What follows belongs to an exercise in optimizing a design on an open flow for small area; a production flow would make more cautious choices.
Function was checked by simulation only, so behaviour that the tests miss may differ from the original.
No activity file was given, so power comes from the tool's default toggle rates.

File: flow/run.sh
#!/bin/bash
# Layout flow: the standard flow (standard.sh) for every step, with two changes:
#  * clock tree synthesis without dummy loads, clkbuf_8 leaf buffers, clusters of 15 sinks;
#  * port buffers use sky130_fd_sc_hd__buf_1 (every input and output port still gets one).
# The whole output of the flow goes to flow_standard.log in the work folder; ORFS's own
# per-step logs are under orfs/logs/.
set -euo pipefail
CTS="-sink_clustering_enable -repair_clock_nets -dont_use_dummy_load"
CTS="$CTS -buf_list sky130_fd_sc_hd__clkbuf_8 -sink_clustering_size 15 -sink_clustering_max_diameter 120"
bash standard.sh "CTS_ARGS=$CTS" "BUFFER_PORTS_ARGS=-buffer_cell sky130_fd_sc_hd__buf_1" finish \
    > flow_standard.log 2>&1
File: standard.sh
#!/bin/bash
# synth_recipe.tcl (not shown) runs the flow's synth.tcl, then flattens the netlist and writes it again
# the make line also repeats each setting of config.mk as NAME=value (left out here)
make -C /OpenROAD-flow-scripts/flow DESIGN_CONFIG=/design/flow/config.mk WORK_HOME=/design/flow/orfs CLKGATE_MAP_FILE= SYNTH_SCRIPT=/design/flow/synth_recipe.tcl "${@:-finish}"
File: config.mk
export PLATFORM = sky130hd
export DESIGN_NAME = btb_predictor
export DESIGN_NICKNAME = btb_predictor
export VERILOG_FILES = /design/flow/design.v
export SDC_FILE = /design/flow/constraint.sdc
export NUM_CORES = 4
export LEC_CHECK = 0
export CAP_MARGIN = 20
export CORE_MARGIN = 2
export CORE_UTILIZATION = 62
export CTS_BUF_LIST = sky130_fd_sc_hd__clkbuf_8
export CTS_CLUSTER_DIAMETER = 120
export CTS_CLUSTER_SIZE = 15
export PLACE_DENSITY = 0.75
export SETUP_SLACK_MARGIN = 0
export SLEW_MARGIN = 20
export SYNTH_HIERARCHICAL = 1
export SYNTH_MINIMUM_KEEP_SIZE = 0
File: constraint.sdc
create_clock -name core_clock -period 10.0 [get_ports {clk}]
set_input_delay 2.0000 -clock core_clock [delete_from_list [all_inputs] [get_ports {clk}]]
set_output_delay 2.0000 -clock core_clock [all_outputs]
set_load 0.01 [all_outputs]
File: design.v
package bp_pkg;
    localparam int BP_ADDR_W   = 16;
    localparam int BP_IDX_W    = 6;
    localparam int BP_TAG_W    = 4;
    localparam int BP_CTR_W    = 2;
    localparam int BP_INFLIGHT = 4;
    localparam logic [BP_CTR_W-1:0] BP_CTR_THR = BP_CTR_W'(1) << (BP_CTR_W - 1);
    function automatic logic [BP_CTR_W-1:0] ctr_inc(input logic [BP_CTR_W-1:0] c);
        ctr_inc = (c == '1) ? c : c + BP_CTR_W'(1);
    endfunction
    function automatic logic [BP_CTR_W-1:0] ctr_dec(input logic [BP_CTR_W-1:0] c);
        ctr_dec = (c == '0) ? c : c - BP_CTR_W'(1);
    endfunction
endpackage
module btb_predictor (
    input  logic        clk,
    input  logic        reset_n,
    input  logic        lk_valid,
    input  logic [15:0] lk_pc,
    output logic        lk_ready,
    output logic        pred_taken,
    output logic [15:0] pred_target,
    input  logic        rs_valid,
    input  logic        rs_taken,
    input  logic [15:0] rs_target,
    output logic        mispredict,
    output logic        mp_target,
    output logic [15:0] redirect_pc,
    output logic        rs_orphan
);
    localparam int ENTRIES = 64;
    localparam int DEPTH   = 4;
    logic [ENTRIES-1:0] tbl_ctr1;                  
    logic [ENTRIES-1:0] tbl_tgt0;                  
    logic [ENTRIES-1:0] tbl_ctr0;                  
    logic [3:0]         tbl_tag    [0:ENTRIES-1];
    logic [15:1]        tbl_target [0:ENTRIES-1];
    logic [15:0] q_pc    [0:DEPTH-1];
    logic        q_pt    [0:DEPTH-1];
    logic [15:0] q_ptgt  [0:DEPTH-1];
    logic        q_hit   [0:DEPTH-1];    
    logic        q_ctr0  [0:DEPTH-1];    
    logic [2:0]  wr_ptr, rd_ptr;
    logic q_empty, q_full;
    assign q_empty = (wr_ptr == rd_ptr);
    assign q_full  = (wr_ptr[1:0] == rd_ptr[1:0]) & (wr_ptr[2] != rd_ptr[2]);
    logic [15:0] h_pc, h_ptgt;
    logic        h_pt, h_hit;
    logic [1:0]  h_ctr;
    assign h_pc   = q_pc[rd_ptr[1:0]];
    assign h_pt   = q_pt[rd_ptr[1:0]];
    assign h_ptgt = q_ptgt[rd_ptr[1:0]];
    assign h_hit  = q_hit[rd_ptr[1:0]];
    assign h_ctr  = {h_pt, q_ctr0[rd_ptr[1:0]]};
    logic fire, tgt_wrong, mispredict_i, ctr_we, tgt_we, t0_new;
    logic [1:0] ctr_new;
    assign fire         = rs_valid & ~q_empty;
    assign tgt_wrong    = h_pt & rs_taken & (h_ptgt != rs_target);
    assign mispredict_i = fire & ((h_pt != rs_taken) | tgt_wrong);
    assign tgt_we       = fire & rs_taken;
    assign ctr_we       = fire & (rs_taken | h_hit);
    assign ctr_new      = rs_taken ? (h_hit ? bp_pkg::ctr_inc(h_ctr) : bp_pkg::BP_CTR_THR)
                                   : bp_pkg::ctr_dec(h_ctr);
    assign t0_new       = ctr_new[1] & (rs_taken ? rs_target[0] : h_ptgt[0]);
    assign mispredict  = mispredict_i;
    assign mp_target   = fire & tgt_wrong;
    assign redirect_pc = !fire ? '0 : (rs_taken ? rs_target : h_pc);
    assign rs_orphan   = rs_valid & q_empty;
    logic [7:0] whi_n, wlo_t_n, wlo_c_n;
    logic [ENTRIES-1:0] we_t, we_c;
    bp_dec3n u_whi  (.a(h_pc[5:3]), .y_n(whi_n));
    bp_dec3n_en u_wlo (.a(h_pc[2:0]), .en({ctr_we, tgt_we}), .y_n({wlo_c_n, wlo_t_n}));
    for (genvar i = 0; i < ENTRIES; i++) begin : g_we
        bp_nor2 u_t (.a(wlo_t_n[i%8]), .b(whi_n[i/8]), .y(we_t[i]));
    end
    logic        lk_hit, lk_push, pred_taken_i, rd_valid;
    logic [3:0]  rd_tag;
    logic [1:0]  lk_ctr;
    logic [15:0] lk_tgt;
    logic [7:0] rhi, rlo;
    logic [ENTRIES-1:0] lk_sel;
    bp_dec3 u_rhi (.a(lk_pc[5:3]), .y(rhi));
    bp_dec3 u_rlo (.a(lk_pc[2:0]), .y(rlo));
    for (genvar i = 0; i < ENTRIES; i++) begin : g_sel
        bp_and2 u_s (.a(rlo[i%8]), .b(rhi[i/8]), .y(lk_sel[i]));
    end
    for (genvar b = 0; b < 22; b++) begin : g_rd
        logic [ENTRIES-1:0] col;
        for (genvar i = 0; i < ENTRIES; i++) begin : g_col
            if (b < 4)       assign col[i] = tbl_tag[i][b];
            else if (b == 4) assign col[i] = tbl_ctr0[i];
            else if (b == 5) assign col[i] = tbl_ctr1[i];
            else if (b == 6) assign col[i] = tbl_tgt0[i];
            else             assign col[i] = tbl_target[i][b-6];
        end
        logic q;
        bp_rd_bit u_rd (.sel(lk_sel), .d(col), .q(q));
        if (b < 4)       assign rd_tag[b] = q;
        else if (b == 4) assign lk_ctr[0] = q;
        else if (b == 5) assign lk_ctr[1] = q;
        else             assign lk_tgt[b-6] = q;
    end
    assign rd_valid     = lk_ctr[1] | ~lk_tgt[0];
    assign lk_hit       = rd_valid & (rd_tag == lk_pc[9:6]);
    assign lk_push      = lk_valid & ~q_full & ~mispredict_i;
    assign pred_taken_i = lk_push & lk_hit & lk_ctr[1];
    assign lk_ready    = ~q_full;
    assign pred_taken  = pred_taken_i;
    assign pred_target = pred_taken_i ? lk_tgt : '0;
    logic       lk_same;
    logic       lk_ctr0_n;
    assign lk_same   = (lk_pc[5:0] == h_pc[5:0]);
    assign lk_ctr0_n = (ctr_we & lk_same) ? ctr_new[0] : lk_ctr[0];
    always_ff @(posedge clk or negedge reset_n) begin
        if (!reset_n) begin
            wr_ptr <= '0;
            rd_ptr <= '0;
        end else if (mispredict_i) begin
            wr_ptr <= '0;
            rd_ptr <= '0;
        end else begin
            if (lk_push) wr_ptr <= wr_ptr + 3'd1;
            if (fire)    rd_ptr <= rd_ptr + 3'd1;
        end
    end
    logic [ENTRIES-1:0] ctr1_d, tgt0_d;
    for (genvar i = 0; i < ENTRIES; i++) begin : g_rst
        bp_hold2 u_h (.lo_n(wlo_c_n[i%8]), .hi_n(whi_n[i/8]),
                      .q0(tbl_ctr1[i]), .d0(ctr_new[1]), .q1(tbl_tgt0[i]), .d1(t0_new),
                      .y0(ctr1_d[i]), .y1(tgt0_d[i]), .sel(we_c[i]));
    end
    always_ff @(posedge clk or negedge reset_n) begin
        if (!reset_n) begin
            tbl_ctr1 <= '0;
            tbl_tgt0 <= '1;
        end else begin
            tbl_ctr1 <= ctr1_d;
            tbl_tgt0 <= tgt0_d;
        end
    end
    for (genvar i = 0; i < ENTRIES; i++) begin : g_tbl
        always_ff @(posedge clk) begin
            if (we_t[i]) begin
                tbl_target[i] <= rs_target[15:1];
                tbl_tag[i]    <= h_pc[9:6];
            end
            if (we_c[i]) tbl_ctr0[i] <= ctr_new[0];
        end
    end
    for (genvar j = 0; j < DEPTH; j++) begin : g_q
        logic push_j, same_j;
        assign push_j = lk_push & (wr_ptr[1:0] == 2'(j));
        assign same_j = (q_pc[j][5:0] == h_pc[5:0]);
        always_ff @(posedge clk) begin
            if (push_j) begin
                q_pc[j]   <= lk_pc;
                q_pt[j]   <= pred_taken_i;
                q_ptgt[j] <= lk_tgt;
                q_hit[j]  <= lk_hit;
                q_ctr0[j] <= lk_ctr0_n;
            end else if (ctr_we & same_j) begin
                q_ctr0[j] <= ctr_new[0];
            end
        end
    end
endmodule
module bp_rd_bit (
    input  logic [63:0] sel,
    input  logic [63:0] d,
    output logic        q
);
    logic [21:0] t;
    for (genvar k = 0; k < 21; k++) begin : g_grp
        bp_aoi222 u (.a0(sel[3*k]),   .b0(d[3*k]),
                     .a1(sel[3*k+1]), .b1(d[3*k+1]),
                     .a2(sel[3*k+2]), .b2(d[3*k+2]), .y(t[k]));
    end
    bp_nand2 u_last (.a(sel[63]), .b(d[63]), .y(t[21]));
    bp_nand22 u_or (.a(t), .y(q));
endmodule
module bp_dec3n (
    input  logic [2:0] a,
    output logic [7:0] y_n
);
    logic [2:0] a_n;
    for (genvar b = 0; b < 3; b++) begin : g_inv
        bp_inv u (.a(a[b]), .y(a_n[b]));
    end
    for (genvar k = 0; k < 8; k++) begin : g_dec
        bp_nand3 u (.a(k[0] ? a[0] : a_n[0]), .b(k[1] ? a[1] : a_n[1]),
                    .c(k[2] ? a[2] : a_n[2]), .y(y_n[k]));
    end
endmodule
module bp_dec3 (
    input  logic [2:0] a,
    output logic [7:0] y
);
    logic [2:0] a_n;
    for (genvar b = 0; b < 3; b++) begin : g_inv
        bp_inv u (.a(a[b]), .y(a_n[b]));
    end
    for (genvar k = 0; k < 8; k++) begin : g_dec
        bp_and3 u (.a(k[0] ? a[0] : a_n[0]), .b(k[1] ? a[1] : a_n[1]),
                   .c(k[2] ? a[2] : a_n[2]), .y(y[k]));
    end
endmodule
module bp_and2 (
    input  logic a, b,
    output logic y
);
    assign y = a & b;
endmodule
module bp_and3 (
    input  logic a, b, c,
    output logic y
);
    assign y = a & b & c;
endmodule
module bp_dec3n_en (
    input  logic [2:0]  a,
    input  logic [1:0]  en,
    output logic [15:0] y_n
);
    logic [2:0] a_n;
    for (genvar b = 0; b < 3; b++) begin : g_inv
        bp_inv u (.a(a[b]), .y(a_n[b]));
    end
    for (genvar e = 0; e < 2; e++) begin : g_en
        for (genvar k = 0; k < 8; k++) begin : g_dec
            bp_nand4 u (.a(k[0] ? a[0] : a_n[0]), .b(k[1] ? a[1] : a_n[1]),
                        .c(k[2] ? a[2] : a_n[2]), .d(en[e]), .y(y_n[8*e+k]));
        end
    end
endmodule
module bp_hold2 (
    input  logic lo_n, hi_n, q0, d0, q1, d1,
    output logic y0, y1, sel
);
    assign sel = ~(lo_n | hi_n);
    assign y0  = sel ? d0 : q0;
    assign y1  = sel ? d1 : q1;
endmodule
module bp_inv (
    input  logic a,
    output logic y
);
    assign y = ~a;
endmodule
module bp_nand3 (
    input  logic a, b, c,
    output logic y
);
    assign y = ~(a & b & c);
endmodule
module bp_nand4 (
    input  logic a, b, c, d,
    output logic y
);
    assign y = ~(a & b & c & d);
endmodule
module bp_aoi222 (
    input  logic a0, b0, a1, b1, a2, b2,
    output logic y
);
    assign y = ~((a0 & b0) | (a1 & b1) | (a2 & b2));
endmodule
module bp_nand2 (
    input  logic a, b,
    output logic y
);
    assign y = ~(a & b);
endmodule
module bp_nor2 (
    input  logic a, b,
    output logic y
);
    assign y = ~(a | b);
endmodule
module bp_nand22 (
    input  logic [21:0] a,
    output logic        y
);
    assign y = ~&a;
endmodule
==> results of run 1 <==
## cell type report
| class | instances | area, um2 |
|---|---|---|
| diodes | 2 | 5.00 |
| clock buffers | 113 | 1560 |
| fillers | 5858 | 30000 |
| inverters | 33 | 124 |
| multi-input cells | 1310 | 10900 |
| flip-flops and latches | 1554 | 46100 |
| well taps | 1186 | 1480 |
| repair buffers | 191 | 1220 |
## Yosys stat by module, one instance, submodules excluded, a selection
module | flops+latches | cells | copies in the design | cell area [um2]
bp_and3 | 0 | 1 | 16 | 6.26
bp_nor2 | 0 | 1 | 64 | 3.75
bp_nand4 | 0 | 1 | 16 | 6.26
btb_predictor | 1554 | 1919 | 1 | 48600
bp_inv | 0 | 1 | 12 | 3.75
bp_and2 | 0 | 1 | 64 | 6.26
bp_hold2 | 0 | 3 | 64 | 28.8
bp_nand3 | 0 | 1 | 8 | 5.00
bp_aoi222 | 0 | 1 | 462 | 10.0
bp_nand2 | 0 | 1 | 22 | 3.75
bp_nand22 | 0 | 7 | 22 | 46.3
## stage by stage
step | util (%) | area (um2) | hold WS (ns) | instances
finish | 67.2 | 61400 | 0.514 | 4389
global route | 67.2 | 61400 | 0.529 | 4388
CTS | 67.1 | 61300 | 0.517 | 4383
detailed placement | 65.4 | 59800 | 0.496 | 4270
floorplan | - | 57100 | 0.480 | 2929
global placement | 65.3 | 59700 | 0.488 | 4267
## synthesized netlist by cell type, drive strengths merged
master	count	area share (%)
o22ai	6	0.066
a222oi	492	8.6
or4	1	0.020
a221oi	1	0.015
xor2	15	0.23
nand4	133	1.5
nand3b	1	0.013
o41ai	1	0.015
inv	33	0.22
a22oi	2	0.026
buf	14	0.14
edfxtp	1420	75
ha	9	0.20
mux2i	14	0.25
a21o	4	0.053
and4	22	0.34
a21oi	39	0.34
nor2b	17	0.19
nor4	28	0.32
nor3	4	0.044
xnor2	38	0.58
a22o	4	0.061
clkbuf	18	0.12
nor2	175	1.4
o22a	4	0.061
nand2	49	0.32
and2	66	0.72
a2111oi	1	0.015
o21ai	6	0.053
nor4b	15	0.38
dfstp	64	2.9
a31oi	5	0.081
and3	16	0.18
dfrtp	70	3.1
nand3	12	0.11
mux2	130	2.6
## state kept, by name (all words and copies together) (netlist names), 64 cells and up
| signal | count |
|---|---|
| tbl_ctr1 | 64 |
| tbl_tgt0 | 64 |
| q_ptgt | 64 |
| tbl_tag | 256 |
| tbl_target | 960 |
| q_pc | 64 |
| tbl_ctr0 | 64 |
## worst paths after layout
kind	depth (start not counted)	to	slack, ns
setup / recovery	16	pred_target[15]	0.54
hold / removal	1	tbl_ctr1[28]	0.51
setup reg to reg	9	tbl_target[45][6]	4.97
hold reg to reg	1	tbl_ctr1[28]	0.51
max in group asynchronous	2	tbl_ctr1[14]	7.51
min in group asynchronous	1	wr_ptr[2]	1.19
## cells by family after synthesis
kind of cell	after synthesis	share of synthesized area [%]
buf+inv	65	0.476
xor+xnor	53	0.814
fa+ha+maj	9	0.197
flops	1554	80.8
simple gates	539	5.53
mux	144	2.81
compound gates	565	9.42
## where the power goes
group | switching, uW | internal (uW) | leakage (uW)
Combinational | 1970 | 660 | 0.00393
Sequential | 188 | 7970 | 0.0144
Clock | 1840 | 1010 | 0.000812
## routing by layer
metal	track usage, %	wire length [um]	part of all wire [%]	vias to the layer above
li1	-	-	-	13400
met2	51.4	73100	46	2461
met5	0	62	0.039	-
met1	46.4	56000	35	16900
met3	7.92	21500	13	347
met4	16.2	8940	5.6	10
## critical path: stages
cell and delay (ns):
buf_1 0.40, inv_1 0.17, and3_1 0.44, and2_1 0.56
a222oi_1 0.77, nand4_1 0.25, nor4_1 0.81, nand4_1 0.39
inv_1 0.24, o21ai_0 0.13, nor4_1 0.25, buf_4 0.20
nand2_1 0.09, buf_4 0.23, nor4b_1 0.31, buf_1 0.19
==> results.tsv, run 1 <==
stage	metric	value	unit
cts	# clock sinks	1554	
synthesis	sequential share of the synthesized area	80.8	%
grt	initial antenna violation count	8	
placed_design	input/output buffers	73	
worst_hold_path	HP Class	reg2reg	
worst_setup_path	Worst Setup SP	lk_pc[0]	
detailed_routing	DR pass1 iterations	12	
cts	CTS resizes	0	
timing	Clock Skew	0.0607	ns
timing	Final setup viols	0	
outcome	outcome	timing/DRC/antenna clean	
timing	Least-Margin Pin Slew	1.27	ns
placed_design	dpl ws	0.809	ns
floorplan	I/O pin cnt	74	
detailed_routing	via count	33100	
floorplan	Starting Density	62.4	%
detailed_routing	initial DRC count	7406	
worst_setup_path	endpoint class of the critical path	output pin	
cts	H-tree levels	3	
power_and_ir_drop	Pwr Total	13600	uW
timing	final hold violation count	0	
power_and_ir_drop	Static Leak	0.0192	uW
worst_hold_path	min-delay src	tbl_ctr1[28]	
placed_design	final weighted congestion in routability-driven placement	0.961	
grt	pin count of the biggest net entering global routing	67	
synthesis	Post-Synthesis Cell Area	0.0571	mm2
timing	final setup margin	0.544	ns
cts	CTS buffer count	113	
worst_setup_path	Setup CP Type	in2out	
synthesis	#FFs+latches synth	1554	
job	Max Cap Viol	0	
cells_and_area	most frequent cells in the layout	edfxtp_1, a222oi_1, nand4_1	
detailed_routing	Antenna Nets Post-Route	0	
power_and_ir_drop	Pwr Density	222	mW/mm2
timing	Final period util	94.6	%
detailed_routing	DR vias/cell	7.54	
floorplan	Chip Height	307	um
placed_design	Post-DP HPWL	99900	um
cts	Root Buffer	clkbuf_8	
cts	worst skew pair latency	0.82	ns
detailed_routing	WL per Instance	36.4	um
timing	RSZ-0062 raised after global routing	false	
synthesis	synth warn	14	
synthesis	syn_nets	2975	
grt	GRT Residual Overflow	0	
floorplan	Die Wd	307	um
synthesis	cell count after synthesis	2929	
cts	TritonCTS clock tree	built	
synthesis	Distinct cells, synth	46	
timing	max-slew violation count	0	
cts	clk slew on worst S/H paths	0.08	ns
cells_and_area	share of cells above drive strength 1	17.9	%
cts	hold_buf cts	0	
timing	setup_tns	0	ns
worst_setup_path	Crit path arrival time	7.46	ns
grt	all-layer global routing usage	33.7	%
detailed_routing	DRC Markers	0	
grt	first-pass GRT wire length	224000	um
synthesis	Avg Inst Size Synth	19.5	um2
cts	clock buffer depth	3	
worst_setup_path	Worst EP required	8.00	ns
cells_and_area	Area Overhead vs Synth	7.59	%
cts	Setup Fix Bufs, Post-CTS	0	
worst_setup_path	crit-path max FO	22	
floorplan	die area	0.0945	mm2
timing	Max-slew headroom	14.6	%
power_and_ir_drop	worst ir drop on vdd	0.168	mV
worst_setup_path	startpoint types	input port	
floorplan	Rows	111	
grt	vias in the first global route	31400	
cells_and_area	most common cell after layout, fill and taps aside	edfxtp_1	
floorplan	core area	0.0914	mm2
detailed_routing	routed wire length	160000	um
worst_setup_path	r2r startpoint	rd_ptr[0]	
cells_and_area	Final #Nets	3249	
timing	Period minus WS final	9.46	ns
timing	fmax	106	MHz
==> run 2, diff against run 1 <==
--- a/config.mk
+++ b/config.mk
@@ -7,11 +7,11 @@
 export LEC_CHECK = 0
 export CAP_MARGIN = 20
 export CORE_MARGIN = 2
-export CORE_UTILIZATION = 62
+export CORE_UTILIZATION = 50
 export CTS_BUF_LIST = sky130_fd_sc_hd__clkbuf_8
 export CTS_CLUSTER_DIAMETER = 120
 export CTS_CLUSTER_SIZE = 15
-export PLACE_DENSITY = 0.75
+export PLACE_DENSITY = 0.65
 export SETUP_SLACK_MARGIN = 0
 export SLEW_MARGIN = 20
 export SYNTH_HIERARCHICAL = 1
==> run 2 against run 1 <==
Compared with the run above:
- sequential share of layout area decreased by 0.68 points
- largest power group unchanged
- die area increased by 24%
- setup slack improved by 0.039 ns
- critical path depth increased by 1
- non-clock buffer count increased by 25
- core utilization decreased by 12 points
- via count decreased by 0.59%
- largest cell class unchanged
- still clean
==> results.tsv, run 2 <==
stage	metric	value	unit	change
synthesis	Post-synth EDFFs	1420		unchanged
cells_and_area	share of cells above drive strength 1	18.4	%	+0.57 points
grt	first-pass GRT wire length	235000	um	+5.0%
floorplan	Rows	123		+11%
timing	Period minus WS final	9.42	ns	-0.0388 ns
grt	GRT Residual Overflow	0		unchanged
grt	pin count of the biggest net entering global routing	73		+9.0%
cells_and_area	most common cell after layout, fill and taps aside	edfxtp_1		
worst_setup_path	endpoint class of the critical path	output pin		
power_and_ir_drop	Pwr Density	222	mW/mm2	-0.27%
synthesis	Synth async-reset ratio	8.62	%	unchanged
cts	# clock sinks	1554		unchanged
detailed_routing	Antenna Nets Post-Route	0		unchanged
worst_setup_path	Crit path arrival time	7.42	ns	-0.04 ns
synthesis	Post-synth top cells	edfxtp_1, a222oi_1, nand4_1		
power_and_ir_drop	worst ir drop on vdd	0.264	mV	+57%
timing	fmax	106	MHz	+0.41%
cts	CTS buffer count	113		unchanged
cts	Root Buffer	clkbuf_8		
power_and_ir_drop	Switching Share	29.7	%	+0.36 points
timing	max-slew violation count	0		unchanged
cts	clock buffer depth	3		unchanged
placed_design	DP Cell Count	4609		+7.9%
synthesis	Synth area leaders	edfxtp_1, a222oi_1, dfrtp_1		
detailed_routing	via count	32900		-0.59%
synthesis	Synth Flop Type	edfxtp_1		
synthesis	cell count after synthesis	2929		unchanged
floorplan	I/O pin cnt	74		unchanged
synthesis	Distinct cells, synth	46		unchanged
cells_and_area	Area Overhead vs Synth	8.57	%	
power_and_ir_drop	sw power	4080	uW	+1.9%
placed_design	Post-DP HPWL	106000	um	+5.7%
power_and_ir_drop	Static Leak	0.0193	uW	+0.61%
cells_and_area	max reg flops	960		unchanged
detailed_routing	DRC Markers	0		unchanged
timing	Final period util	94.2	%	-0.39 points
floorplan	die area	0.117	mm2	+24%
detailed_routing	DR pass1 iterations	11		-1
worst_setup_path	worst setup path end	pred_target[3]		
job	Max Cap Viol	0		unchanged
cells_and_area	most frequent cells in the layout	edfxtp_1, a222oi_1, buf_4		
cts	Setup Fix Bufs, Post-CTS	0		unchanged
cts	CTS resizes	0		unchanged
synthesis	count leader, synth	edfxtp_1		
timing	WHS	0.517	ns	+0.00272 ns
worst_setup_path	R2R Setup Slk	4.89	ns	-0.08 ns
cells_and_area	Final #Nets	3274		+0.77%
cts	TritonCTS clock tree	built		
worst_setup_path	worst reg2reg endpoint	q_ptgt[2][0]		
timing	Final setup viols	0		unchanged
grt	vias in the first global route	31900		+1.7%
placed_design	input/output buffers	73		unchanged
worst_setup_path	Setup CP Type	in2out		
outcome	outcome	timing/DRC/antenna clean		
synthesis	sequential share of the synthesized area	80.8	%	unchanged
worst_setup_path	Worst EP required	8.00	ns	about the same
timing	Max-slew headroom	19.3	%	+4.7 points
grt	initial antenna violation count	5		-3
cells_and_area	fin area	0.0619	mm2	+0.91%
power_and_ir_drop	Internal Power	9650	uW	+0.12%
detailed_routing	DR vias/cell	6.96		-7.7%
worst_setup_path	r2r worst-path depth	12		+3
detailed_routing	initial DRC count	6001		-19%
floorplan	Chip Height	342	um	+11%
synthesis	cell type with the largest total area after synthesis	edfxtp_1		
worst_setup_path	startpoint types	input port		
synthesis	Post-Synthesis Cell Area	0.0571	mm2	unchanged
timing	RSZ-0062 raised after global routing	false		
timing	final hold violation count	0		unchanged
cts	hold_buf cts	0		unchanged
synthesis	synth warn	14		unchanged
floorplan	Starting Density	50.6	%	-12 points
power_and_ir_drop	Clk pwr share	21.0	%	about the same
grt	all-layer global routing usage	28.4	%	-5.3 points
power_and_ir_drop	sequential share of power	59.4	%	-0.4 points
detailed_routing	routed wire length	167000	um	+4.9%
cells_and_area	Finished Layout Cells	4728		+7.7%
worst_setup_path	Worst Setup SP	lk_pc[4]		
synthesis	Avg Inst Size Synth	19.5	um2	unchanged
floorplan	core area	0.113	mm2	+23%
cts	clk slew on worst S/H paths	0.09	ns	about the same
cts	H-tree levels	3		unchanged
cells_and_area	filler instances	8534		+46%
timing	Clock Skew	0.0921	ns	+0.0314 ns
detailed_routing	WL per Instance	35.4	um	-2.6%
worst_hold_path	HP Class	reg2reg		
cts	worst skew pair latency	0.84	ns	+0.02 ns
cells_and_area	Biggest register	tbl_target		
worst_setup_path	crit-path max FO	22		unchanged
synthesis	share of the synthesized area in the top cell type	74.7	%	unchanged
power_and_ir_drop	Combinational Power Share	19.6	%	+0.3 points
placed_design	Placed Area	0.0603	mm2	+0.95%
synthesis	#FFs+latches synth	1554		unchanged
cells_and_area	largest registers	tbl_target (960), tbl_tag (256)		
timing	Least-Margin Pin Slew	1.20	ns	-0.0695 ns
floorplan	Die Wd	342	um	+11%
worst_setup_path	r2r startpoint	rd_ptr[0]		
synthesis	syn_nets	2975		unchanged
placed_design	final weighted congestion in routability-driven placement	0.929		-3.3%
timing	setup_tns	0	ns	unchanged
[run 2: cell counts after synthesis]
Identical to the previous run, type by type.
[run 2: power groups by stage]
stage | Clock (uW) | Sequential [uW] | Combinational, uW
floorplan | 0 | 8240 | 1430
global placement | 0 | 8270 | 2550
detailed placement | 0 | 8290 | 2630
CTS | 2940 | 8150 | 2640
global route | 3160 | 8190 | 2820
finish | 2890 | 8150 | 2680
[run 2: critical path, stage by stage]
cell and delay (ns):
buf_1 0.50, inv_1 0.18, and3_1 0.30, and2_1 0.46
a222oi_1 0.97, nand4_1 0.29, nor4_1 0.65, buf_4 0.22
nand4_1 0.20, inv_1 0.23, o21ai_0 0.12, nor4_1 0.23
buf_4 0.19, nand2_1 0.10, buf_4 0.24, nor4b_1 0.28
buf_1 0.20
[run 2: worst min path at each step]
stage / depth (start not counted) / slack, ns / to / startpoint
finish: 1 / 0.52 / tbl_ctr1[57] / tbl_ctr1[57]
detailed placement: 1 / 0.50 / tbl_ctr1[37] / tbl_ctr1[37]
global route: 1 / 0.53 / tbl_ctr1[37] / tbl_ctr1[37]
floorplan: 1 / 0.48 / tbl_ctr1[0] / tbl_ctr1[0]
CTS: 1 / 0.52 / tbl_ctr1[57] / tbl_ctr1[57]
global placement: 1 / 0.49 / tbl_ctr1[39] / tbl_ctr1[39]
[run 2: final cells by class]
class                      count  area [um2]  share of cell area, %
sequential                  1554       46100                   74.4
multi-input combinational   1310       10900                   17.6
tap                         1500        1880                   3.03
clock buffer                 113        1560                   2.51
timing repair buffer         216        1410                   2.27
inverter                      33         124                  0.200
antenna                        2        5.00                0.00808
[run 2: stage by stage]
step	total power (uW)	worst slack (ns)	utilization [%]
2_1_floorplan	9670	2.82	-
3_3_place_gp	10800	1.00	53.4
3_5_place_dp	10900	0.897	53.5
4_1_cts	13700	0.877	54.9
5_1_grt	14200	0.377	54.9
6_report	13700	0.583	54.9
[run 2: per-module statistics from Yosys (local to each module, per instance), a selection]
module	cells inside	flops+latches	cell area [um2]
bp_nand3	1	0	5.00
bp_nand2	1	0	3.75
bp_inv	1	0	3.75
btb_predictor	1919	1554	48600
bp_nand22	7	0	46.3
bp_and2	1	0	6.26
bp_nand4	1	0	6.26
bp_and3	1	0	6.26
bp_aoi222	1	0	10.0
bp_nor2	1	0	3.75
bp_hold2	3	0	28.8
[run 2: cells by family (layout without fill, tap and decap cells)]
logic type / after synthesis / after routing / synth area share (%)
xor+xnor: 53 / 53 / 0.814
mux: 144 / 144 / 2.81
other cells: 0 / 2 / 0
simple gates: 539 / 539 / 5.53
flops: 1554 / 1554 / 80.8
fa+ha+maj: 9 / 9 / 0.197
compound gates: 565 / 565 / 9.42
buf+inv: 65 / 362 / 0.476
[run 2: metal layers]
metal  GRT usage [%]  vias up  share of wire [%]
met4            11.8        2                4.6
met5               0        -             0.0078
met2            45.0     2168                 47
met3            5.99      283                 11
li1                -    13500                  -
met1            38.4    17000                 37
==> run 3, diff against run 2 <==
==> flow/run.sh (replaced) <==
#!/bin/bash
# Layout flow: the standard flow (standard.sh) for every step, with two changes:
#  * clock tree synthesis without dummy loads, clkbuf_8 leaf buffers, clusters of 16 sinks;
#  * port buffers use sky130_fd_sc_hd__buf_1 (every input and output port still gets one).
# The whole output of the flow goes to flow_standard.log in the work folder; ORFS's own
# per-step logs are under orfs/logs/.
set -euo pipefail
CTS="-sink_clustering_enable -repair_clock_nets -dont_use_dummy_load"
CTS="$CTS -buf_list sky130_fd_sc_hd__clkbuf_8 -sink_clustering_size 16 -sink_clustering_max_diameter 100"
bash standard.sh "CTS_ARGS=$CTS" "BUFFER_PORTS_ARGS=-buffer_cell sky130_fd_sc_hd__buf_1" finish \
    > flow_standard.log 2>&1
--- a/config.mk
+++ b/config.mk
@@ -7,11 +7,11 @@
 export LEC_CHECK = 0
 export CAP_MARGIN = 20
 export CORE_MARGIN = 2
-export CORE_UTILIZATION = 50
+export CORE_UTILIZATION = 62
 export CTS_BUF_LIST = sky130_fd_sc_hd__clkbuf_8
-export CTS_CLUSTER_DIAMETER = 120
-export CTS_CLUSTER_SIZE = 15
-export PLACE_DENSITY = 0.65
+export CTS_CLUSTER_DIAMETER = 100
+export CTS_CLUSTER_SIZE = 16
+export PLACE_DENSITY = 0.75
 export SETUP_SLACK_MARGIN = 0
 export SLEW_MARGIN = 20
 export SYNTH_HIERARCHICAL = 1
==> run 3 against run 2 <==
Compared with the run above:
- first-iteration DRC count up 20%
- cell count shrank 7.3%
- design area down 1.0%
- sequential power about the same
- largest power group unchanged
==> results.tsv, run 3 <==
stage	metric	value	unit	change
detailed_routing	initial DRC count	7230		+20%
floorplan	die area	0.0945	mm2	-19%
cells_and_area	most frequent cells in the layout	edfxtp_1, a222oi_1, nand4_1		
worst_setup_path	Worst EP required	8.00	ns	about the same
cts	CTS buffer count	107		-5.3%
placed_design	Post-DP HPWL	99900	um	-5.4%
timing	RSZ-0062 raised after global routing	false		
placed_design	input/output buffers	73		unchanged
floorplan	Chip Height	307	um	-10%
cts	CTS resizes	0		unchanged
synthesis	Avg Inst Size Synth	19.5	um2	unchanged
worst_setup_path	startpoint types	input port		
floorplan	I/O pin cnt	74		unchanged
grt	first-pass GRT wire length	223000	um	-5.1%
timing	Clock Skew	0.0647	ns	-0.0273 ns
timing	setup_tns	0	ns	unchanged
cts	Root Buffer	clkbuf_8		
timing	Final setup viols	0		unchanged
power_and_ir_drop	worst ir drop on vdd	0.171	mV	-35%
grt	vias in the first global route	31400		-1.7%
synthesis	syn_nets	2975		unchanged
synthesis	#FFs+latches synth	1554		unchanged
synthesis	Post-Synthesis Cell Area	0.0571	mm2	unchanged
cells_and_area	Biggest register	tbl_target		
cells_and_area	share of cells above drive strength 1	17.7	%	-0.79 points
synthesis	Post-synth top cells	edfxtp_1, a222oi_1, nand4_1		
outcome	outcome	timing/DRC/antenna clean		
cells_and_area	max reg flops	960		unchanged
worst_hold_path	HP Class	reg2reg		
timing	max-slew violation count	0		unchanged
cts	worst skew pair latency	0.82	ns	-0.02 ns
grt	GRT Residual Overflow	0		unchanged
placed_design	Placed Area	0.0598	mm2	-0.94%
detailed_routing	Antenna Nets Post-Route	0		unchanged
worst_setup_path	Setup CP Type	in2out		
cells_and_area	Finished Core Util	67.1	%	+12 points
synthesis	count leader, synth	edfxtp_1		
cts	clock buffer depth	3		unchanged
grt	initial antenna violation count	11		+6
timing	Period minus WS final	9.54	ns	+0.121 ns
synthesis	cell count after synthesis	2929		unchanged
floorplan	Rows	111		-9.8%
worst_setup_path	Crit path arrival time	7.54	ns	+0.12 ns
cts	H-tree levels	3		unchanged
cts	# clock sinks	1554		unchanged
synthesis	Synth area leaders	edfxtp_1, a222oi_1, dfrtp_1		
synthesis	Synth Flop Type	edfxtp_1		
timing	Final period util	95.4	%	+1.2 points
placed_design	final weighted congestion in routability-driven placement	0.961		+3.4%
floorplan	Starting Density	62.4	%	+12 points
synthesis	Synth async-reset ratio	8.62	%	unchanged
detailed_routing	DRC Markers	0		unchanged
timing	Least-Margin Pin Slew	1.26	ns	+0.0587 ns
timing	final hold violation count	0		unchanged
timing	WHS	0.515	ns	-0.00155 ns
cells_and_area	largest registers	tbl_target (960), tbl_tag (256)		
job	Max Cap Viol	0		unchanged
power_and_ir_drop	Static Leak	0.0191	uW	-0.83%
detailed_routing	WL per Instance	36.3	um	+2.6%
power_and_ir_drop	Pwr Density	221	mW/mm2	-0.19%
cts	clk slew on worst S/H paths	0.09	ns	about the same
floorplan	core area	0.0914	mm2	-19%
grt	all-layer global routing usage	33.6	%	+5.2 points
worst_setup_path	crit-path max FO	22		unchanged
synthesis	synth warn	14		unchanged
worst_setup_path	endpoint class of the critical path	output pin		
cells_and_area	Final #Nets	3243		-0.95%
synthesis	sequential share of the synthesized area	80.8	%	unchanged
detailed_routing	via count	32900		+0.091%
synthesis	share of the synthesized area in the top cell type	74.7	%	unchanged
synthesis	Post-synth EDFFs	1420		unchanged
detailed_routing	routed wire length	159000	um	-4.8%
synthesis	cell type with the largest total area after synthesis	edfxtp_1		
cells_and_area	Area Overhead vs Synth	7.46	%	
cells_and_area	fin area	0.0613	mm2	-1.0%
detailed_routing	DR pass1 iterations	9		-2
timing	Max-slew headroom	15.3	%	-3.9 points
timing	fmax	105	MHz	-1.3%
power_and_ir_drop	Pwr Total	13600	uW	-1.2%
cells_and_area	most common cell after layout, fill and taps aside	edfxtp_1		
grt	pin count of the biggest net entering global routing	67		-8.2%
floorplan	Die Wd	307	um	-10%
detailed_routing	DR vias/cell	7.51		+7.9%
cts	Setup Fix Bufs, Post-CTS	0		unchanged
cts	hold_buf cts	0		unchanged
cts	TritonCTS clock tree	built		
synthesis	Distinct cells, synth	46		unchanged
-- run 3: layout make-up --
| cell class | count | area (um2) |
|---|---|---|
| flip-flops and latches | 1554 | 46100 |
| fillers | 5872 | 30100 |
| multi-input cells | 1310 | 10900 |
| well taps | 1186 | 1480 |
| clock buffers | 107 | 1470 |
| repair buffers | 191 | 1220 |
| inverters | 33 | 124 |
| diodes | 3 | 7.51 |
-- run 3: power by group --
group          switching, uW  internal (uW)  total, uW
sequential               188           7970       8160
combinational           1980            660       2640
clock                   1810            955       2760
total                   3970           9580      13600
-- run 3: worst paths after layout --
check,from,end,slack (ns),cells past startpoint
worst max-delay path,lk_pc[2],pred_target[15],0.46,16
worst min-delay path,tbl_ctr1[28],tbl_ctr1[28],0.52,1
worst max register to register,rd_ptr[0],tbl_target[45][6],4.87,9
worst min register to register,tbl_ctr1[28],tbl_ctr1[28],0.52,1
max in group asynchronous,reset_n,tbl_ctr1[7],7.49,2
min in group asynchronous,reset_n,wr_ptr[0],1.25,1
-- run 3: kinds of logic after synthesis --
group,count (synthesis),share of synthesized area [%]
mux,144,2.81
flops,1554,80.8
simple gates,539,5.53
xor+xnor,53,0.814
fa+ha+maj,9,0.197
compound gates,565,9.42
buf+inv,65,0.476
-- run 3: routing by layer --
| metal | vias up | GRT usage, % | part of all wire (%) |
|---|---|---|---|
| met5 | - | 0 | 0.045 |
| met4 | 12 | 16.1 | 5.4 |
| met3 | 317 | 8.32 | 13 |
| met2 | 2387 | 51.3 | 46 |
| met1 | 16800 | 46.1 | 35 |
| li1 | 13400 | - | - |
-- run 3: stage by stage --
| step | instances | setup slack [ns] |
|---|---|---|
| global route | 4382 | 0.470 |
| floorplan | 2929 | 2.82 |
| global placement | 4267 | 1.01 |
| CTS | 4377 | 0.786 |
| detailed placement | 4270 | 0.809 |
| finish | 4384 | 0.462 |
-- run 3: worst max-delay path, cell delays in order --
cell and delay, ns:
buf_1 0.39, inv_1 0.16, and3_1 0.46, and2_1 0.57, a222oi_1 0.74, nand4_1 0.25
nor4_1 0.88, nand4_1 0.41, inv_1 0.24, o21ai_0 0.13, nor4_1 0.26, buf_4 0.20
nand2_1 0.09, buf_4 0.23, nor4b_1 0.31, buf_1 0.19
-- run 3: per-module statistics from Yosys, one instance, submodules excluded, excerpt --
module / cells inside / cell area [um2] / flip-flops and latches / times used
btb_predictor: 1919 / 48600 / 1554 / 1
bp_nand22: 7 / 46.3 / 0 / 22
bp_hold2: 3 / 28.8 / 0 / 64
bp_and3: 1 / 6.26 / 0 / 16
bp_and2: 1 / 6.26 / 0 / 64
bp_nand4: 1 / 6.26 / 0 / 16
bp_nand3: 1 / 5.00 / 0 / 8
bp_nand2: 1 / 3.75 / 0 / 22
bp_inv: 1 / 3.75 / 0 / 12
==> run 4, diff against run 3 <==
--- a/design.v
+++ b/design.v
@@ -31,7 +31,7 @@
     localparam int ENTRIES = 64;
     localparam int DEPTH   = 4;
     logic [ENTRIES-1:0] tbl_ctr1;                  
-    logic [ENTRIES-1:0] tbl_tgt0;                  
+    logic [ENTRIES-1:0] tbl_tgt0_n;                
     logic [ENTRIES-1:0] tbl_ctr0;                  
     logic [3:0]         tbl_tag    [0:ENTRIES-1];
     logic [15:1]        tbl_target [0:ENTRIES-1];
@@ -90,7 +90,7 @@
             if (b < 4)       assign col[i] = tbl_tag[i][b];
             else if (b == 4) assign col[i] = tbl_ctr0[i];
             else if (b == 5) assign col[i] = tbl_ctr1[i];
-            else if (b == 6) assign col[i] = tbl_tgt0[i];
+            else if (b == 6) assign col[i] = tbl_tgt0_n[i];
             else             assign col[i] = tbl_target[i][b-6];
         end
         logic q;
@@ -98,6 +98,7 @@
         if (b < 4)       assign rd_tag[b] = q;
         else if (b == 4) assign lk_ctr[0] = q;
         else if (b == 5) assign lk_ctr[1] = q;
+        else if (b == 6) assign lk_tgt[0] = ~q;
         else             assign lk_tgt[b-6] = q;
     end
     assign rd_valid     = lk_ctr[1] | ~lk_tgt[0];
@@ -126,16 +127,16 @@
     logic [ENTRIES-1:0] ctr1_d, tgt0_d;
     for (genvar i = 0; i < ENTRIES; i++) begin : g_rst
         bp_hold2 u_h (.lo_n(wlo_c_n[i%8]), .hi_n(whi_n[i/8]),
-                      .q0(tbl_ctr1[i]), .d0(ctr_new[1]), .q1(tbl_tgt0[i]), .d1(t0_new),
+                      .q0(tbl_ctr1[i]), .d0(ctr_new[1]), .q1(tbl_tgt0_n[i]), .d1(~t0_new),
                       .y0(ctr1_d[i]), .y1(tgt0_d[i]), .sel(we_c[i]));
     end
     always_ff @(posedge clk or negedge reset_n) begin
         if (!reset_n) begin
             tbl_ctr1 <= '0;
-            tbl_tgt0 <= '1;
+            tbl_tgt0_n <= '0;
         end else begin
             tbl_ctr1 <= ctr1_d;
-            tbl_tgt0 <= tgt0_d;
+            tbl_tgt0_n <= tgt0_d;
         end
     end
     for (genvar i = 0; i < ENTRIES; i++) begin : g_tbl
==> run 4 against run 3 <==
Compared with the run above:
- synthesized area decreased by 0.46%
- clock-buffer cell count is the same
- power is 0.12% higher
- synthesized cell count decreased by 0.41%
- clock skew increased by 0.010 ns
- maximum frequency decreased by 0.16%
==> results.tsv, run 4 <==
stage	metric	value	unit	change
outcome	outcome	timing/DRC/antenna clean		
synthesis	main combinational cell family by area after synthesis	compound AO/OA/AOI/OAI gates		
detailed_routing	DR vias/cell	7.55		+0.58%
detailed_routing	Antenna Nets Post-Route	0		unchanged
cts	clock buffer depth	3		unchanged
worst_setup_path	Worst path slowest cell	nor4_1		
timing	Max-slew headroom	22.9	%	+7.6 points
cells_and_area	Biggest register	tbl_target		
cts	H-tree levels	3		unchanged
timing	RSZ-0062 raised after global routing	false		
synthesis	share of the synthesized area in the top cell type	75.1	%	+0.35 points
placed_design	final weighted congestion in routability-driven placement	1.04		+8.2%
synthesis	Post-synth EDFFs	1420		unchanged
synthesis	Synth Flop Type	edfxtp_1		
timing	Period minus WS final	9.55	ns	+0.0152 ns
timing	setup_tns	0	ns	unchanged
synthesis	post-synthesis mux area share	2.88	%	+0.066 points
floorplan	Chip Height	307	um	-0.23%
cells_and_area	Finished Layout Cells	4412		+0.64%
cells_and_area	most common cell after layout, fill and taps aside	edfxtp_1		
cts	CTS buffer count	107		unchanged
worst_setup_path	crit-path cells	buf_1 -> inv_1 -> and3_1 -> and2_1 -> a222oi_1 -> nand4_1 -> nor4_1 -> nand4_1 -> xor2_1 -> nor4_1 -> and3_1 -> o211ai_4 -> nor2_1 -> buf_1		
power_and_ir_drop	Combinational Power Share	19.7	%	+0.3 points
worst_setup_path	Worst Setup SP	lk_pc[0]		
timing	fmax	105	MHz	-0.16%
synthesis	xor and xnor area share after synthesis	0.802	%	-0.012 points
synthesis	Post-Synthesis Cell Area	0.0568	mm2	-0.46%
timing	Clock Skew	0.0751	ns	+0.0104 ns
cells_and_area	footprint of the multi-input gates	0.0107	mm2	-1.7%
synthesis	Synth area leaders	edfxtp_1, a222oi_1, dfrtp_1		
timing	WHS	0.515	ns	+0.000363 ns
cts	clk slew on worst S/H paths	0.10	ns	about the same
grt	all-layer global routing usage	34.5	%	+0.92 points
grt	first-pass GRT wire length	229000	um	+2.8%
cts	Setup Fix Bufs, Post-CTS	0		unchanged
timing	Final setup viols	0		unchanged
cts	TritonCTS clock tree	built		
synthesis	cell type with the largest total area after synthesis	edfxtp_1		
timing	max-slew violation count	0		unchanged
cts	CTS resizes	0		unchanged
worst_setup_path	endpoint class of the critical path	output pin		
detailed_routing	WL per Instance	36.8	um	+1.3%
floorplan	die area	0.0940	mm2	-0.45%
cells_and_area	most frequent cells in the layout	edfxtp_1, a222oi_1, buf_4		
timing	Least-Margin Pin Slew	1.15	ns	-0.106 ns
worst_setup_path	CP delay by family, top	simple AND/OR/NAND/NOR gates		
worst_setup_path	r2r startpoint	rd_ptr[1]		
power_and_ir_drop	Internal Power	9530	uW	-0.53%
grt	initial antenna violation count	13		+2
synthesis	simple-gate share of the synthesized area	5.15	%	-0.38 points
cells_and_area	largest registers	tbl_target (960), tbl_tag (256)		
placed_design	Post-DP HPWL	103000	um	+2.6%
detailed_routing	via count	33300		+1.2%
floorplan	Die Wd	307	um	-0.23%
detailed_routing	DR pass1 iterations	9		unchanged
worst_setup_path	Setup CP Type	in2out		
placed_design	input/output buffers	73		unchanged
cells_and_area	Final #Nets	3270		+0.83%
floorplan	I/O pin cnt	74		unchanged
detailed_routing	routed wire length	162000	um	+2.0%
synthesis	cell count after synthesis	2917		-0.41%
power_and_ir_drop	Switching Share	29.8	%	+0.46 points
worst_setup_path	worst stage delay on the critical path	1.02	ns	+0.14 ns
power_and_ir_drop	Clk pwr share	20.6	%	+0.2 points
detailed_routing	DRC Markers	0		unchanged
power_and_ir_drop	Static Leak	0.0195	uW	+2.0%
power_and_ir_drop	sw power	4040	uW	+1.7%
grt	GRT Residual Overflow	0		unchanged
synthesis	Adder-Cell Fraction of Synth Area	0.198	%	+0.00091 points
cells_and_area	share of cells above drive strength 1	16.3	%	-1.3 points
worst_setup_path	Bufs and invs on worst path	3		-3
placed_design	DP Cell Count	4297		+0.63%
cells_and_area	max reg flops	960		unchanged
floorplan	Starting Density	62.2	%	-0.19 points
detailed_routing	initial DRC count	8035		+11%
synthesis	Compound-Gate Fraction of Synth Area	9.43	%	+0.011 points
cells_and_area	Area Overhead vs Synth	7.99	%	
cells_and_area	filler instances	5793		-1.3%
power_and_ir_drop	sequential share of power	59.7	%	-0.5 points
timing	final hold violation count	0		unchanged
cts	worst skew pair latency	0.85	ns	+0.03 ns
synthesis	#FFs+latches synth	1554		unchanged
cts	hold_buf cts	0		unchanged
grt	pin count of the biggest net entering global routing	67		unchanged
cts	# clock sinks	1554		unchanged
synthesis	syn_nets	2963		-0.40%
worst_hold_path	min-delay src	tbl_tgt0_n[46]		
floorplan	core area	0.0912	mm2	-0.15%
synthesis	Distinct cells, synth	40		-13%
power_and_ir_drop	worst ir drop on vdd	0.296	mV	+74%
worst_setup_path	crit-path max FO	22		unchanged
worst_setup_path	Worst EP required	8.00	ns	about the same
floorplan	Rows	111		unchanged
timing	Final period util	95.5	%	+0.15 points
cts	Root Buffer	clkbuf_8		
worst_setup_path	Crit path arrival time	7.55	ns	about the same
synthesis	sequential share of the synthesized area	81.0	%	+0.23 points
worst_hold_path	HP Class	reg2reg		
synthesis	Avg Inst Size Synth	19.5	um2	about the same
synthesis	count leader, synth	edfxtp_1		
synthesis	Synth async-reset ratio	8.62	%	unchanged
power_and_ir_drop	Pwr Density	221	mW/mm2	about the same
grt	vias in the first global route	31900		+1.6%
synthesis	Post-synth top cells	edfxtp_1, a222oi_1, dfrtp_1, nand4_1, mux2_2		
synthesis	synth warn	14		unchanged
worst_setup_path	startpoint types	input port		
job	Max Cap Viol	0		unchanged
cells_and_area	Finished Core Util	67.2	%	+0.12 points
cells_and_area	Seq. cell area	0.0460	mm2	-0.17%
run 4: cell count changes after synthesis, sizes merged, moves of 6 or more:
cell / change
inv: +14
clkbuf: -8
nand2: -14
nor4b: -15
nor2: +11
dfstp: -64
xor2: -6
dfrtp: +64
run 4: modules after synthesis, one instance, submodules excluded, excerpt:
| module | flip-flops and latches | area, um2 | cells inside |
|---|---|---|---|
| bp_and2 | 0 | 6.26 | 1 |
| bp_and3 | 0 | 6.26 | 1 |
| bp_aoi222 | 0 | 10.0 | 1 |
| bp_hold2 | 0 | 28.8 | 3 |
| bp_inv | 0 | 3.75 | 1 |
| bp_nand2 | 0 | 3.75 | 1 |
| bp_nand22 | 0 | 46.3 | 7 |
| bp_nand3 | 0 | 5.00 | 1 |
| bp_nand4 | 0 | 6.26 | 1 |
| bp_nor2 | 0 | 3.75 | 1 |
| btb_predictor | 1554 | 48300 | 1907 |
run 4: per-stage QoR:
| stage | instance area, um2 | power [uW] | setup slack [ns] |
|---|---|---|---|
| final | 61300 | 13600 | 0.447 |
| after global routing | 61300 | 14000 | 0.414 |
| after CTS | 61200 | 13500 | 0.945 |
| after detailed placement | 59700 | 10800 | 0.945 |
| after global placement | 59700 | 10700 | 1.18 |
| after floorplan | 56800 | 9590 | 3.21 |
run 4: logic make-up after synthesis:
family / count (synthesis)
xor+xnor: 52
buf+inv: 73
flops: 1554
mux: 147
simple gates: 522
compound gates: 560
fa+ha+maj: 9
run 4: path summary, 6_finish.rpt:
path | end | slack [ns] | cells past startpoint
max in group asynchronous | tbl_tgt0_n[21] | 7.65 | 2
worst min register to register | tbl_tgt0_n[46] | 0.52 | 1
min in group asynchronous | tbl_tgt0_n[18] | 1.04 | 1
worst min-delay path | tbl_tgt0_n[46] | 0.52 | 1
worst max-delay path | pred_target[10] | 0.45 | 14
worst max register to register | tbl_target[54][5] | 4.54 | 9
run 4: layout make-up:
type                       count  share of cell area, %
antenna                        4                 0.0163
multi-input combinational   1290                   17.5
timing repair buffer         224                   2.37
tap                         1186                   2.42
inverter                      47                  0.288
clock buffer                 107                   2.40
sequential                  1554                   75.0
run 4: per-layer routing:
layer | track usage [%] | wire length (um) | vias up
met1 | 47.5 | 56100 | 16800
met2 | 52.1 | 73900 | 2709
met4 | 18.2 | 10100 | 8
li1 | - | - | 13400
met5 | 0 | 56 | -
met3 | 8.13 | 22200 | 419
run 4: power by group through the flow:
stage               clock network [uW]  logic, uW  registers, uW
finish                            2790       2680           8100
detailed placement                   0       2590           8240
global route                      3030       2790           8130
floorplan                            0       1400           8190
CTS                               2810       2590           8100
global placement                     0       2510           8220
run 4: worst register-to-register path, delay by kind of cell, from the launching register on:
family / cells / cell delay [ns]
buf+inv: 4 / 1.18
mux: 1 / 0.53
compound gates: 1 / 0.19
fa+ha+maj: 1 / 0.71
simple gates: 2 / 2.14
flops: 1 / 0.43
==> run 5, diff against run 4 <==
--- a/config.mk
+++ b/config.mk
@@ -7,11 +7,11 @@
 export LEC_CHECK = 0
 export CAP_MARGIN = 20
 export CORE_MARGIN = 2
-export CORE_UTILIZATION = 62
+export CORE_UTILIZATION = 66
 export CTS_BUF_LIST = sky130_fd_sc_hd__clkbuf_8
 export CTS_CLUSTER_DIAMETER = 100
 export CTS_CLUSTER_SIZE = 16
-export PLACE_DENSITY = 0.75
+export PLACE_DENSITY = 0.78
 export SETUP_SLACK_MARGIN = 0
 export SLEW_MARGIN = 20
 export SYNTH_HIERARCHICAL = 1
==> run 5 against run 4 <==
Compared with the run above:
- flip-flop and latch count is the same
- setup slack gained 0.19 ns
- synthesized area is the same
- still clean
- hold slack gained 0.0039 ns
- core utilization grew 4.4 points
- largest power group unchanged
- wire length shrank 1.7%
- cell count shrank 1.4%
- first-iteration DRC count shrank 9.7%
- critical path depth is the same
- maximum frequency grew 2.0%
- register-to-register slack gained 0.39 ns
- via count is essentially flat
==> results.tsv, run 5 <==
stage	metric	value	unit	change
cts	Setup Fix Bufs, Post-CTS	0		unchanged
timing	Least-Margin Pin Slew	1.19	ns	+0.0386 ns
worst_setup_path	Crit path arrival time	7.36	ns	-0.19 ns
placed_design	final weighted congestion in routability-driven placement	0.987		-5.1%
detailed_routing	via count	33300		-0.099%
timing	WHS	0.519	ns	+0.00387 ns
detailed_routing	routed wire length	160000	um	-1.7%
synthesis	cell count after synthesis	2917		unchanged
grt	pin count of the biggest net entering global routing	67		unchanged
synthesis	Distinct cells, synth	40		unchanged
cells_and_area	Finished Layout Cells	4350		-1.4%
floorplan	core area	0.0853	mm2	-6.5%
floorplan	die area	0.0884	mm2	-6.0%
synthesis	syn_nets	2963		unchanged
synthesis	Post-synth top cells	edfxtp_1, a222oi_1, dfrtp_1, nand4_1, mux2_2		
power_and_ir_drop	Switching Share	29.4	%	-0.36 points
synthesis	count leader, synth	edfxtp_1		
cts	CTS buffer count	107		unchanged
timing	Clock Skew	0.0628	ns	-0.0123 ns
power_and_ir_drop	Clk pwr share	20.4	%	-0.2 points
power_and_ir_drop	Pwr Density	221	mW/mm2	-0.14%
synthesis	Post-Synthesis Cell Area	0.0568	mm2	unchanged
worst_hold_path	HP Class	reg2reg		
detailed_routing	DR pass1 iterations	12		+3
power_and_ir_drop	worst ir drop on vdd	0.384	mV	+30%
placed_design	DP Cell Count	4236		-1.4%
cells_and_area	largest registers	tbl_target (960), tbl_tag (256)		
job	Max Cap Viol	0		unchanged
worst_setup_path	endpoint class of the critical path	output pin		
timing	final hold violation count	0		unchanged
power_and_ir_drop	Pwr Total	13500	uW	-0.51%
worst_setup_path	Setup CP Type	in2out		
synthesis	share of the synthesized area in the top cell type	75.1	%	unchanged
grt	initial antenna violation count	3		-10
timing	Period minus WS final	9.36	ns	-0.190 ns
detailed_routing	WL per Instance	36.7	um	-0.32%
power_and_ir_drop	sequential share of power	60.0	%	+0.3 points
floorplan	Starting Density	66.6	%	+4.4 points
cells_and_area	share of cells above drive strength 1	15.8	%	-0.54 points
cells_and_area	most frequent cells in the layout	edfxtp_1, a222oi_1, nand4_1, dfrtp_1, mux2_2		
cts	clock buffer depth	3		unchanged
timing	Final setup viols	0		unchanged
cts	H-tree levels	3		unchanged
grt	all-layer global routing usage	35.8	%	+1.3 points
cells_and_area	Biggest register	tbl_target		
cts	CTS resizes	0		unchanged
grt	first-pass GRT wire length	225000	um	-1.9%
synthesis	Synth Flop Type	edfxtp_1		
worst_setup_path	Worst EP required	8.00	ns	about the same
synthesis	Synth area leaders	edfxtp_1, a222oi_1, dfrtp_1		
cells_and_area	most common cell after layout, fill and taps aside	edfxtp_1		
synthesis	Avg Inst Size Synth	19.5	um2	unchanged
synthesis	Post-synth EDFFs	1420		unchanged
detailed_routing	initial DRC count	7257		-9.7%
floorplan	I/O pin cnt	74		unchanged
power_and_ir_drop	Internal Power	9530	uW	about the same
synthesis	#FFs+latches synth	1554		unchanged
worst_setup_path	crit-path max FO	22		unchanged
placed_design	Post-DP HPWL	102000	um	-0.87%
timing	max-slew violation count	0		unchanged
timing	setup_tns	0	ns	unchanged
floorplan	Rows	107		-3.6%
cts	clk slew on worst S/H paths	0.09	ns	about the same
synthesis	Synth async-reset ratio	8.62	%	unchanged
timing	RSZ-0062 raised after global routing	false		
cells_and_area	Area Overhead vs Synth	7.59	%	
synthesis	cell type with the largest total area after synthesis	edfxtp_1		
cells_and_area	Final #Nets	3253		-0.52%
power_and_ir_drop	Combinational Power Share	19.6	%	about the same
power_and_ir_drop	Static Leak	0.0194	uW	-0.50%
cts	worst skew pair latency	0.79	ns	-0.06 ns
floorplan	Die Wd	297	um	-3.0%
grt	GRT Residual Overflow	0		unchanged
cts	# clock sinks	1554		unchanged
timing	Max-slew headroom	19.8	%	-3.1 points
cts	hold_buf cts	0		unchanged
synthesis	synth warn	14		unchanged
detailed_routing	DR vias/cell	7.65		+1.3%
grt	vias in the first global route	31600		-0.87%
timing	Final period util	93.6	%	-1.9 points
cts	TritonCTS clock tree	built		
power_and_ir_drop	sw power	3970	uW	-1.7%
detailed_routing	DRC Markers	0		unchanged
detailed_routing	Antenna Nets Post-Route	0		unchanged
worst_setup_path	startpoint types	input port		
placed_design	input/output buffers	73		unchanged
cts	Root Buffer	clkbuf_8		
cells_and_area	max reg flops	960		unchanged
floorplan	Chip Height	297	um	-3.0%
timing	fmax	107	MHz	+2.0%
synthesis	sequential share of the synthesized area	81.0	%	unchanged
outcome	outcome	timing/DRC/antenna clean		
==> run 5: kinds of logic after synthesis <==
family          synth area share (%)
mux                             2.88
simple gates                    5.15
xor+xnor                       0.802
buf+inv                        0.562
compound gates                  9.43
flops                           81.0
fa+ha+maj                      0.198
==> run 5: worst max-delay path, stage by stage <==
cell      delay (ns)
buf_1           0.38
inv_1           0.16
and3_1          0.43
and2_1          0.57
a222oi_1        0.73
nand4_1         0.26
nor4_1          0.84
nand4_1         0.20
xor2_1          0.18
nor4_1          0.65
and3_1          0.36
o211ai_4        0.21
inv_1           0.21
buf_1           0.17
==> run 5: area by class of cell <==
class / instances / area, um2
antenna: 1 / 2.50
clock buffer: 107 / 1470
fill: 5147 / 24200
inverter: 47 / 176
multi-input combinational: 1290 / 10700
sequential: 1554 / 46000
tap: 1144 / 1430
timing repair buffer: 207 / 1330
==> run 5: power groups by stage <==
stage | sequential [uW] | combinational [uW] | clock, uW
5_1_grt | 8130 | 2750 | 2990
3_5_place_dp | 8240 | 2560 | 0
4_1_cts | 8090 | 2570 | 2780
3_3_place_gp | 8210 | 2470 | 0
2_1_floorplan | 8190 | 1400 | 0
6_report | 8100 | 2640 | 2760
==> run 5: worst paths after layout <==
check | depth (start not counted) | startpoint | to | slack [ns]
setup / recovery | 14 | lk_pc[2] | pred_taken | 0.64
hold / removal | 1 | tbl_ctr1[22] | tbl_ctr1[22] | 0.52
setup reg to reg | 12 | rd_ptr[0] | q_pt[3] | 4.93
hold reg to reg | 1 | tbl_ctr1[22] | tbl_ctr1[22] | 0.52
max in group asynchronous | 2 | reset_n | tbl_ctr1[2] | 7.58
min in group asynchronous | 1 | reset_n | tbl_tgt0_n[33] | 1.15
==> run 5: layer usage <==
metal	global-route usage, %	vias up	wire length [um]
li1	-	13400	-
met1	48.9	16900	54600
met2	55.3	2667	73900
met3	8.16	365	21800
met4	18.2	2	9320
met5	0	-	13
==> run 5: stage by stage <==
step	area, um2	util [%]	setup WS (ns)
floorplan	56800	-	3.21
global placement	59500	69.7	1.28
detailed placement	59500	69.8	1.08
CTS	61000	71.5	1.08
global route	61100	71.6	0.619
finish	61100	71.6	0.637
==> run 5: Yosys stat by module (local to each module, per instance), a selection <==
module         area [um2]  copies in the design  flip-flops and latches
bp_nand3             5.00                     8                       0
bp_and2              6.26                    64                       0
bp_and3              6.26                    16                       0
bp_inv               3.75                    12                       0
bp_aoi222            10.0                   462                       0
btb_predictor       48300                     1                    1554
bp_nor2              3.75                    64                       0
bp_nand22            46.3                    22                       0
bp_nand2             3.75                    22                       0
bp_nand4             6.26                    16                       0
==> run 6, diff against run 5 <==
--- a/config.mk
+++ b/config.mk
@@ -7,11 +7,11 @@
 export LEC_CHECK = 0
 export CAP_MARGIN = 20
 export CORE_MARGIN = 2
-export CORE_UTILIZATION = 66
+export CORE_UTILIZATION = 72
 export CTS_BUF_LIST = sky130_fd_sc_hd__clkbuf_8
 export CTS_CLUSTER_DIAMETER = 100
 export CTS_CLUSTER_SIZE = 16
-export PLACE_DENSITY = 0.78
+export PLACE_DENSITY = 0.82
 export SETUP_SLACK_MARGIN = 0
 export SLEW_MARGIN = 20
 export SYNTH_HIERARCHICAL = 1
==> run 6 against run 5 <==
Compared with the run above:
- clock skew grew 0.023 ns
- flip-flop and latch count is the same
- via count grew 1.6%
- non-clock buffer count grew 24
- wire length fell by 0.60%
- synthesized area unchanged
- critical path depth stayed put
- combinational power is essentially flat
- sequential share of layout area hardly changed
- maximum frequency up 0.59%
- die area shrank 8.2%
- highest routed layer unchanged
==> results.tsv, run 6 <==
stage	metric	value	unit	change
timing	setup_tns	0	ns	unchanged
detailed_routing	DR vias/cell	7.92		+3.5%
worst_setup_path	crit-path cells	buf_1 -> inv_1 -> and3_1 -> and2_1 -> a222oi_1 -> nand4_1 -> nor4_1 -> nand4_1 -> xor2_1 -> nor4_1 -> and3_1 -> o211ai_4 -> inv_1 -> buf_1		
worst_setup_path	r2r startpoint	rd_ptr[0]		
timing	Final setup viols	0		unchanged
cts	TritonCTS clock tree	built		
cells_and_area	Area Overhead vs Synth	7.62	%	about the same
timing	Least-Margin Pin Slew	1.21	ns	+0.0162 ns
worst_setup_path	Crit path arrival time	7.31	ns	-0.05 ns
worst_setup_path	Worst Setup SP	lk_pc[1]		
floorplan	Rows	102		-4.7%
job	Max Cap Viol	0		unchanged
timing	final hold violation count	0		unchanged
detailed_routing	DRC Markers	0		unchanged
worst_setup_path	Bufs and invs on worst path	4		unchanged
grt	pin count of the biggest net entering global routing	69		+3.0%
worst_setup_path	crit-path max FO	22		unchanged
power_and_ir_drop	Static Leak	0.0195	uW	+0.65%
cells_and_area	share of cells above drive strength 1	15.9	%	+0.13 points
outcome	outcome	timing/DRC/antenna clean		
cells_and_area	max reg flops	960		unchanged
detailed_routing	routed wire length	159000	um	-0.60%
floorplan	I/O pin cnt	74		unchanged
synthesis	Distinct cells, synth	40		unchanged
cts	clk slew on worst S/H paths	0.09	ns	about the same
synthesis	synth warn	14		unchanged
cells_and_area	largest registers	tbl_target (960), tbl_tag (256)		
worst_setup_path	Setup CP Type	in2out		
cells_and_area	Final #Nets	3277		+0.74%
worst_hold_path	min-delay src	tbl_ctr1[53]		
worst_hold_path	hold depth	1		unchanged
worst_hold_path	Hold EP	tbl_ctr1[53]		
synthesis	sequential share of the synthesized area	81.0	%	unchanged
detailed_routing	via count	33800		+1.6%
cts	Setup Fix Bufs, Post-CTS	0		unchanged
placed_design	final weighted congestion in routability-driven placement	0.969		-1.8%
synthesis	Post-Synthesis Cell Area	0.0568	mm2	unchanged
cts	hold_buf cts	0		unchanged
placed_design	Post-DP HPWL	101000	um	-0.49%
synthesis	Post-synth EDFFs	1420		unchanged
grt	vias in the first global route	33100		+4.5%
synthesis	cell type with the largest total area after synthesis	edfxtp_1		
grt	GRT Residual Overflow	0		unchanged
timing	Clock Skew	0.0859	ns	+0.0231 ns
cts	CTS buffer count	107		unchanged
worst_setup_path	Worst EP required	8.00	ns	about the same
cts	CTS resizes	0		unchanged
synthesis	#FFs+latches synth	1554		unchanged
worst_hold_path	HP Class	reg2reg		
cells_and_area	Finished Core Util	78.6	%	+7.0 points
detailed_routing	DR pass1 iterations	12		unchanged
worst_setup_path	endpoint class of the critical path	output pin		
worst_setup_path	r2r worst-path depth	12		unchanged
cts	H-tree levels	3		unchanged
power_and_ir_drop	worst ir drop on vdd	0.160	mV	-58%
worst_setup_path	Worst path slowest cell	nor4_1		
worst_setup_path	startpoint types	input port		
synthesis	share of the synthesized area in the top cell type	75.1	%	unchanged
grt	all-layer global routing usage	39.3	%	+3.5 points
floorplan	Chip Height	285	um	-4.2%
detailed_routing	WL per Instance	37.2	um	+1.3%
timing	Period minus WS final	9.31	ns	-0.0552 ns
grt	initial antenna violation count	11		+8
timing	RSZ-0062 raised after global routing	false		
timing	WHS	0.522	ns	+0.00229 ns
timing	Final period util	93.1	%	-0.55 points
synthesis	Synth area leaders	edfxtp_1, a222oi_1, dfrtp_1		
synthesis	Synth Flop Type	edfxtp_1		
synthesis	Avg Inst Size Synth	19.5	um2	unchanged
cts	worst skew pair latency	0.78	ns	about the same
floorplan	core area	0.0777	mm2	-8.9%
-- run 6: logic make-up after synthesis --
kind of cell	Yosys count	synth area share (%)
flops	1554	81.0
compound gates	560	9.43
simple gates	522	5.15
mux	147	2.88
buf+inv	73	0.562
xor+xnor	52	0.802
fa+ha+maj	9	0.198
-- run 6: how the worst max path moves through the flow --
| stage | to | depth (start not counted) |
|---|---|---|
| final | pred_taken | 14 |
| after global routing | pred_taken | 14 |
| after CTS | pred_taken | 14 |
| after detailed placement | pred_taken | 14 |
| after global placement | pred_taken | 14 |
| after floorplan | pred_target[10] | 13 |
-- run 6: area by class of cell --
| cell class | count | area (um2) |
|---|---|---|
| Multi-Input combinational cell | 1290 | 10700 |
| Sequential cell | 1554 | 46000 |
| Timing Repair Buffer | 231 | 1480 |
| Antenna cell | 1 | 2.50 |
| Inverter | 47 | 176 |
| Clock buffer | 107 | 1470 |
| Fill cell | 3991 | 16600 |
| Tap cell | 1040 | 1300 |
-- run 6: layer usage --
layer	vias up	GRT usage [%]	part of all wire (%)
met2	3167	58.9	46
met4	2	20.9	6.3
met3	451	10.3	16
met1	16800	54.4	32
li1	13400	-	-
met5	-	0	0.0082
-- run 6: power breakdown --
part	switching (uW)	internal (uW)	total [uW]
Sequential	205	7910	8110
Combinational	2010	660	2670
Clock	1800	955	2760
-- run 6: worst reg2reg max path, stage by stage, from the launching register on --
cell and delay (ns):
dfrtp_1 0.45, inv_1 0.11, ha_1 0.23, inv_1 0.57, buf_4 0.46, nor2_1 0.13
a21oi_1 0.46, o21ai_0 0.32, inv_1 0.41, nand4_1 0.63, buf_4 0.46, nor2_2 0.29
mux2_2 0.38
-- run 6: per-module statistics from Yosys (local to each module, per instance), a selection --
module         times used  cells  cell area [um2]
bp_inv                 12      1             3.75
bp_nand2               22      1             3.75
bp_and2                64      1             6.26
bp_and3                16      1             6.26
bp_nand4               16      1             6.26
bp_nor2                64      1             3.75
bp_aoi222             462      1             10.0
bp_nand22              22      7             46.3
btb_predictor           1   1907            48300
bp_hold2               64      3             28.8
bp_nand3                8      1             5.00
-- run 6: metrics by stage --
stage          area (um2)  total power, uW  setup WS, ns  cells
2_1_floorplan       56800             9590          3.21   2917
3_3_place_gp        59600            10700          1.36   4162
3_5_place_dp        59600            10800         0.955   4162
4_1_cts             61100            13400         0.974   4269
5_1_grt             61100            13900         0.506   4270
6_report            61100            13500         0.692   4270

==> separate check: timing with driven ports <==
In the flow no input, the clock included, has a driving cell. The finished layouts below were timed again as built, in two steps.
Step 1 sets driving cells, clkbuf_16 on the clock port and buf_2 on the other inputs (assumed; they add their load-dependent delay and slew).
Step 2, shift: input delay + t, output delay - t, t = (earliest + latest rising clock arrival at the registers) / 2. This alone moves slack from input paths to output paths.
a / b / c = ideal / step 1 / step 2; a / b = the first two.
run	t, ns	setup WS [ns]
run 1	0.855	0.544 / 0.519 / 0.519
run 2	0.865	0.583 / 0.507 / 0.507
run 3	0.830	0.462 / 0.414 / 0.414
run 4	0.871	0.447 / 0.364 / 0.364
run 5	0.804	0.637 / 0.548 / 0.548
run 6	0.802	0.692 / 0.620 / 0.620
After both steps every run listed still meets setup and hold.
